From an optimization exercise on the open Yosys and OpenROAD flow, aimed at a short achievable clock period and few clock cycles per item; shortcuts taken in it are not production practice.
Function was checked by simulation only, so behaviour that the tests miss may differ from the original.
Power figures rest on the tool's default switching activity, not on a simulated workload.

== build 76 ==
// rv_top
module rv_top (
  input  logic        clk,
  input  logic        reset,
  output logic [31:0] imem_addr,
  input  logic [31:0] imem_data,
  output logic [31:0] dmem_addr,
  output logic [31:0] write_data,
  input  logic [31:0] read_data,
  output logic        mem_req,
  output logic        mem_write
);
Settings: LEC_CHECK=0, ABC_CLOCK_PERIOD_IN_PS=2500, CAP_MARGIN=20, CORE_MARGIN=2, CORE_UTILIZATION=50, SETUP_SLACK_MARGIN=5, SLEW_MARGIN=20; clock period 8.5 ns.
run.sh (not shown) runs the stock make flow with config.mk's settings and CLKGATE_MAP_FILE= SYNTH_SCRIPT=/design/flow/synth_recipe.tcl, a recipe that flattens the netlist after the stock synthesis.
Build 76 ran to completion and came out clean on the timing, DRC and antenna checks.
Testbench counts of build 76, summed over its fixed seeds: cycles 65,448, instrs 60,986.
Edits applied to the flow inputs when going from build 76 to build 73:
--- a/flow/design.v
+++ b/flow/design.v
@@ -152,19 +152,19 @@
   assign f_pc4        = pc + 32'd4;
   logic        d_valid;
   logic [31:0] d_ir, d_pc, d_pred_tgt;
   logic        d_hit, d_pred_taken;
   logic [6:0]  d_opc;
   logic [2:0]  d_f3;
   logic [4:0]  d_rd, d_rs1, d_rs2;
   logic        d_is_r, d_is_addi, d_is_lw, d_is_sw, d_is_br, d_is_jal;
   logic        d_use1, d_use2, d_wr;
-  logic [31:0] d_imm_i, d_imm_s, d_imm_b, d_imm_j;
+  logic [31:0] d_imm_i, d_imm_s, d_off;
   logic [31:0] d_tgt, d_pc4;
   logic [31:0] rf_rd1, rf_rd2, d_v1, d_v2, d_a, d_b;
   logic        d_fa, d_fb, d_fs;
   logic        load_use, d_redirect;
   logic        e_valid;
   logic [31:0] e_a, e_b, e_sd, e_pc, e_pc4, e_tgt, e_pred_tgt;
   logic        e_sub, e_and, e_or, e_xor, e_slt, e_add, e_logic;
   logic        e_wr, e_is_lw, e_is_sw, e_is_br, e_bne, e_is_jal;
   logic [4:0]  e_rd;
@@ -215,18 +215,23 @@
       d_valid <= 1'b1;
   end
   always_ff @(posedge clk) begin
     if (!load_use) begin
       d_ir         <= imem_data;
       d_pc         <= pc;
       d_hit        <= f_hit;
       d_pred_taken <= f_pred_taken;
       d_pred_tgt   <= f_pred_tgt;
+      d_off        <= imem_data[2] ?
+                      {{12{imem_data[31]}}, imem_data[19:12], imem_data[20],
+                       imem_data[30:21], 1'b0} :
+                      {{20{imem_data[31]}}, imem_data[7], imem_data[30:25],
+                       imem_data[11:8], 1'b0};
     end
   end
   assign d_opc = d_ir[6:0];
   assign d_f3  = d_ir[14:12];
   assign d_rd  = d_ir[11:7];
   assign d_rs1 = d_ir[19:15];
   assign d_rs2 = d_ir[24:20];
   assign d_is_r    = d_opc == OP_REG && (d_f3 == 3'b000 || d_f3 == 3'b010 ||
                      d_f3 == 3'b100 || d_f3 == 3'b110 || d_f3 == 3'b111);
@@ -234,24 +239,19 @@
   assign d_is_lw   = d_opc == OP_LOAD && d_f3 == 3'b010;
   assign d_is_sw   = d_opc == OP_STORE && d_f3 == 3'b010;
   assign d_is_br   = d_opc == OP_BRANCH && d_f3[2:1] == 2'b00;
   assign d_is_jal  = d_opc == OP_JAL;
   assign d_use1 = d_is_r || d_is_addi || d_is_lw || d_is_sw || d_is_br;
   assign d_use2 = d_is_r || d_is_sw || d_is_br;
   assign d_wr   = (d_is_r || d_is_addi || d_is_lw || d_is_jal) && d_rd != 5'd0;
   assign d_imm_i = {{20{d_ir[31]}}, d_ir[31:20]};
   assign d_imm_s = {{20{d_ir[31]}}, d_ir[31:25], d_ir[11:7]};
-  assign d_imm_b = {{20{d_ir[31]}}, d_ir[7], d_ir[30:25], d_ir[11:8], 1'b0};
-  assign d_imm_j = {{12{d_ir[31]}}, d_ir[19:12], d_ir[20], d_ir[30:21], 1'b0};
-  logic [31:0] d_tgt_b, d_tgt_j;
-  rv_add32 u_tgt_b (.a(d_pc), .b(d_imm_b), .cin(1'b0), .s(d_tgt_b));
-  rv_add32 u_tgt_j (.a(d_pc), .b(d_imm_j), .cin(1'b0), .s(d_tgt_j));
-  assign d_tgt = d_ir[2] ? d_tgt_j : d_tgt_b;
+  rv_add32 u_dtgt (.a(d_pc), .b(d_off), .cin(1'b0), .s(d_tgt));
   assign d_pc4 = d_pc + 32'd4;
   logic rf_clear;
   always_ff @(posedge clk)
     rf_clear <= reset;
   rv_regfile u_regfile (
     .clk(clk), .reset(rf_clear),
     .rs1(d_rs1), .rs2(d_rs2),
     .rd(m_rd), .we(m_wr), .wd(m_wd),
     .rd1(rf_rd1), .rd2(rf_rd2)
@@ -269,19 +269,20 @@
     else
       d_b = d_imm_i;
   end
   assign d_fa = e_valid && e_wr && !e_is_lw && e_rd == d_rs1 && d_use1;
   assign d_fb = e_valid && e_wr && !e_is_lw && e_rd == d_rs2 && (d_is_r || d_is_br);
   assign d_fs = e_valid && e_wr && !e_is_lw && e_rd == d_rs2 && d_is_sw;
   assign load_use = d_valid && e_valid && e_is_lw && e_wr &&
                     ((d_use1 && e_rd == d_rs1) || (d_use2 && e_rd == d_rs2));
   assign d_redirect = d_valid && !d_pred_taken &&
-                      (d_is_jal || (d_is_br && d_ir[31] && !d_hit));
+                      (d_is_jal || (d_is_br && !d_hit &&
+                       (d_ir[31] || (!d_ir[12] && d_rs1 == d_rs2))));
   always_ff @(posedge clk) begin
     if (reset || e_mispredict || load_use || !d_valid)
       e_valid <= 1'b0;
     else
       e_valid <= 1'b1;
   end
   always_ff @(posedge clk) begin
     e_a          <= d_fa ? x_res : d_a;
     e_b          <= d_fb ? x_res : d_b;
[summary]
Build 76 → build 73: global-route usage -0.84 points; number of enable-type register cells in the synthesized netlist now sits higher; depth of the most critical reg-to-reg path shows an increase of 5; multi-input gate count decreased by 2.7% relative to the old numbers; power picked up an extra about 2.3%.
On routed wire length, the lower figure sits with build 73, not build 76.
Design area across build 73 and build 76: no real change.
Testbench counts of build 73, summed over its fixed seeds: cycles 65,292, instrs 60,986.

---

== north ==
Another version of the RTL of rv_top (not shown whole).
For scale: ~8600 cells after synthesis, roughly 2500 flip-flops, about 160 I/O pins, ~120000 um2 of cells after synthesis.
clock: 8.5 ns
lec_check: 0
abc_clock_period_in_ps: 2500
cap_margin: 20
core_margin: 2
core_utilization: 50
setup_slack_margin: 5
slew_margin: 20
Testbench counts of north, summed over its fixed seeds: cycles 65,292, instrs 60,986.
diff inputs: north => south
--- a/flow/design.v
+++ b/flow/design.v
@@ -165,53 +165,55 @@
   logic        load_use, d_redirect;
   logic        e_valid;
   logic [31:0] e_a, e_b, e_sd, e_pc, e_pc4, e_tgt, e_pred_tgt;
   logic        e_sub, e_and, e_or, e_xor, e_slt, e_add, e_logic;
   logic        e_wr, e_is_lw, e_is_sw, e_is_br, e_bne, e_is_jal;
   logic [4:0]  e_rd;
   logic        e_hit, e_pred_taken;
-  logic        e_bwd, e_t4;
+  logic        e_bwd, e_t4, e_dred;
   logic [31:0] x_a, x_b, x_bi, x_sum, x_res;
   logic        x_slt, x_eq, x_taken, x_tgt_ok, e_mispredict;
   logic [31:0] m_res, m_wd;
   logic        m_wr, m_is_lw;
   logic [4:0]  m_rd;
   logic [31:0] pc_norm_t, pc_norm_n, pc_norm, e_red_eq, e_red_ne;
   logic        mis_t, mis_n, mis_eq, mis_ne, t_eq, t_ne;
-  assign pc_norm_t = load_use ? pc : d_redirect ? d_tgt : f_pred_tgt;
-  assign pc_norm_n = load_use ? pc : d_redirect ? d_tgt : f_pc4;
+  assign pc_norm_t = load_use ? pc : f_pred_tgt;
+  assign pc_norm_n = load_use ? pc : f_pc4;
   assign pc_norm   = f_pred_taken ? pc_norm_t : pc_norm_n;
   assign mis_t = e_valid && !(e_pred_taken ? x_tgt_ok : (e_t4 && e_is_br));
   assign mis_n = e_valid && e_pred_taken;
   assign t_eq = e_is_jal || (e_is_br && !e_bne);
   assign t_ne = e_is_jal || (e_is_br && e_bne);
   assign mis_eq = t_eq ? mis_t : mis_n;
   assign mis_ne = t_ne ? mis_t : mis_n;
   assign e_red_eq = t_eq ? e_tgt : e_pc4;
   assign e_red_ne = t_ne ? e_tgt : e_pc4;
   logic [31:0] pc_if_eq, pc_if_ne;
   assign pc_if_eq = reset ? 32'h0000_0000 : mis_eq ? e_red_eq : pc_norm;
   assign pc_if_ne = reset ? 32'h0000_0000 : mis_ne ? e_red_ne : pc_norm;
+  logic sel_d;
+  assign sel_d = d_redirect && !load_use && !reset &&
+                 !(x_eq ? mis_eq : mis_ne);
   always_ff @(posedge clk)
-    pc <= x_eq ? pc_if_eq : pc_if_ne;
+    pc <= sel_d ? d_tgt : x_eq ? pc_if_eq : pc_if_ne;
   function automatic logic [BTB_N-1:0] oh(input logic [BTB_IB-1:0] i);
     oh = {{(BTB_N-1){1'b0}}, 1'b1} << i;
   endfunction
   logic [BTB_N-1:0] oh_norm_t, oh_norm_n, oh_norm, oh_if_eq, oh_if_ne, oh_inc;
   assign oh_inc    = {f_oh[BTB_N-2:0], f_oh[BTB_N-1]};
-  assign oh_norm_t = load_use ? f_oh : d_redirect ? oh(d_tgt[BTB_IB+1:2]) :
-                     oh(f_pred_tgt[BTB_IB+1:2]);
-  assign oh_norm_n = load_use ? f_oh : d_redirect ? oh(d_tgt[BTB_IB+1:2]) : oh_inc;
+  assign oh_norm_t = load_use ? f_oh : oh(f_pred_tgt[BTB_IB+1:2]);
+  assign oh_norm_n = load_use ? f_oh : oh_inc;
   assign oh_norm   = f_pred_taken ? oh_norm_t : oh_norm_n;
   assign oh_if_eq  = reset ? oh(BTB_IB'(0)) :
                      mis_eq ? oh(e_red_eq[BTB_IB+1:2]) : oh_norm;
   assign oh_if_ne  = reset ? oh(BTB_IB'(0)) :
                      mis_ne ? oh(e_red_ne[BTB_IB+1:2]) : oh_norm;
   always_ff @(posedge clk)
-    f_oh <= x_eq ? oh_if_eq : oh_if_ne;
+    f_oh <= sel_d ? oh(d_tgt[BTB_IB+1:2]) : x_eq ? oh_if_eq : oh_if_ne;
   always_ff @(posedge clk) begin
     if (reset || e_mispredict || (d_redirect && !load_use))
       d_valid <= 1'b0;
     else if (!load_use)
       d_valid <= 1'b1;
   end
   always_ff @(posedge clk) begin
@@ -304,15 +306,16 @@
     e_pc         <= d_pc;
     e_pc4        <= d_pc4;
     e_tgt        <= d_tgt;
     e_hit        <= d_hit;
     e_bwd        <= d_ir[31];
     e_t4         <= d_ir[31:25] == 7'd0 && d_ir[11:7] == 5'b00100;
     e_pred_taken <= d_pred_taken || d_redirect;
-    e_pred_tgt   <= d_redirect ? d_tgt : d_pred_tgt;
+    e_pred_tgt   <= d_pred_tgt;
+    e_dred       <= d_redirect;
   end
   assign x_a  = e_a;
   assign x_b  = e_b;
   logic [31:0] x_diff;
   assign x_bi = ~x_b;
   rv_add32 u_add (.a(x_a), .b(x_b),  .cin(1'b0), .s(x_sum));
   rv_add32 u_sub (.a(x_a), .b(x_bi), .cin(1'b1), .s(x_diff));
@@ -326,15 +329,15 @@
     else
       x_logic = x_a ^ x_b;
   end
   assign x_res = ({32{e_add}} & x_sum) | ({32{e_sub}} & x_diff) |
                  ({32{e_logic}} & x_logic) | {31'd0, e_slt & x_slt};
   assign x_eq  = e_a == e_b;
   assign x_taken  = x_eq ? t_eq : t_ne;
-  assign x_tgt_ok = e_pred_tgt == e_tgt;
+  assign x_tgt_ok = e_dred || e_pred_tgt == e_tgt;
   assign e_mispredict = x_eq ? mis_eq : mis_ne;
   logic              u_we, u_taken, u_hit, u_lp, u_bwd;
   logic [BTB_IB-1:0] u_idx;
   logic [BTB_TB-1:0] u_tag;
   logic [1:0]        u_ctr;
   logic [3:0]        u_trip, u_cnt;
   logic [BTB_AB-1:1] u_tgt;
Notes after the runs:
- south has critical path required time above what north had.
- north → south: overall die area -about 0.6%, worst setup slack -94 ps, sum of routed wire length over all layers -about 2.8%, wire length of the first global-routing pass -16000 um.
- Going from north to south, the delay of the slowest cell on the worst path was found to have gone down by 180 ps.
- Changes observed in south relative to north: multi-input combinational cell area fell 1.6%; headroom to the max-slew limit fell 4.0 points; part of the total power dissipated in sequential elements about even.
Testbench counts of south, summed over its fixed seeds: cycles 65,292, instrs 60,986.

re-timing with driven ports:
The results above use ideal ports. As a check the final layouts listed here were re-extracted and re-timed, cells and wires unchanged. Step 1 sets driving cells, clkbuf_16 on the clock port and buf_2 on the other inputs (assumed; they add their load-dependent delay and slew). Step 2 adds t to the input delays and takes it off the output delays; t is the mean of the earliest and latest rising clock arrival at the registers after step 1. Input paths then give back, and output paths get back, about the clock's delay inside the block. Slacks: no drivers / after step 1 / after step 2; pairs: no drivers / after step 1.
run	t, ns	setup WS [ns]	latest minus earliest clock arrival (ns)	slew at the worst register clock pin (ns)	worst data-port slew with drivers (ns)
build 76	1.026	4.946 / 4.946 / 4.535	0.072 / 0.072	0.07 / 0.07	0.08
build 73	1.016	4.911 / 4.911 / 4.396	0.094 / 0.093	0.07 / 0.07	0.07
north	1.035	4.913 / 4.913 / 4.376	0.089 / 0.088	0.07 / 0.07	0.07
south	1.016	4.819 / 4.819 / 4.303	0.077 / 0.077	0.07 / 0.07	0.20
After both steps every run listed still meets setup and hold. The setup slack of north, which loses most, moves by 0.000 ns with the drivers and by -0.537 ns with both steps.
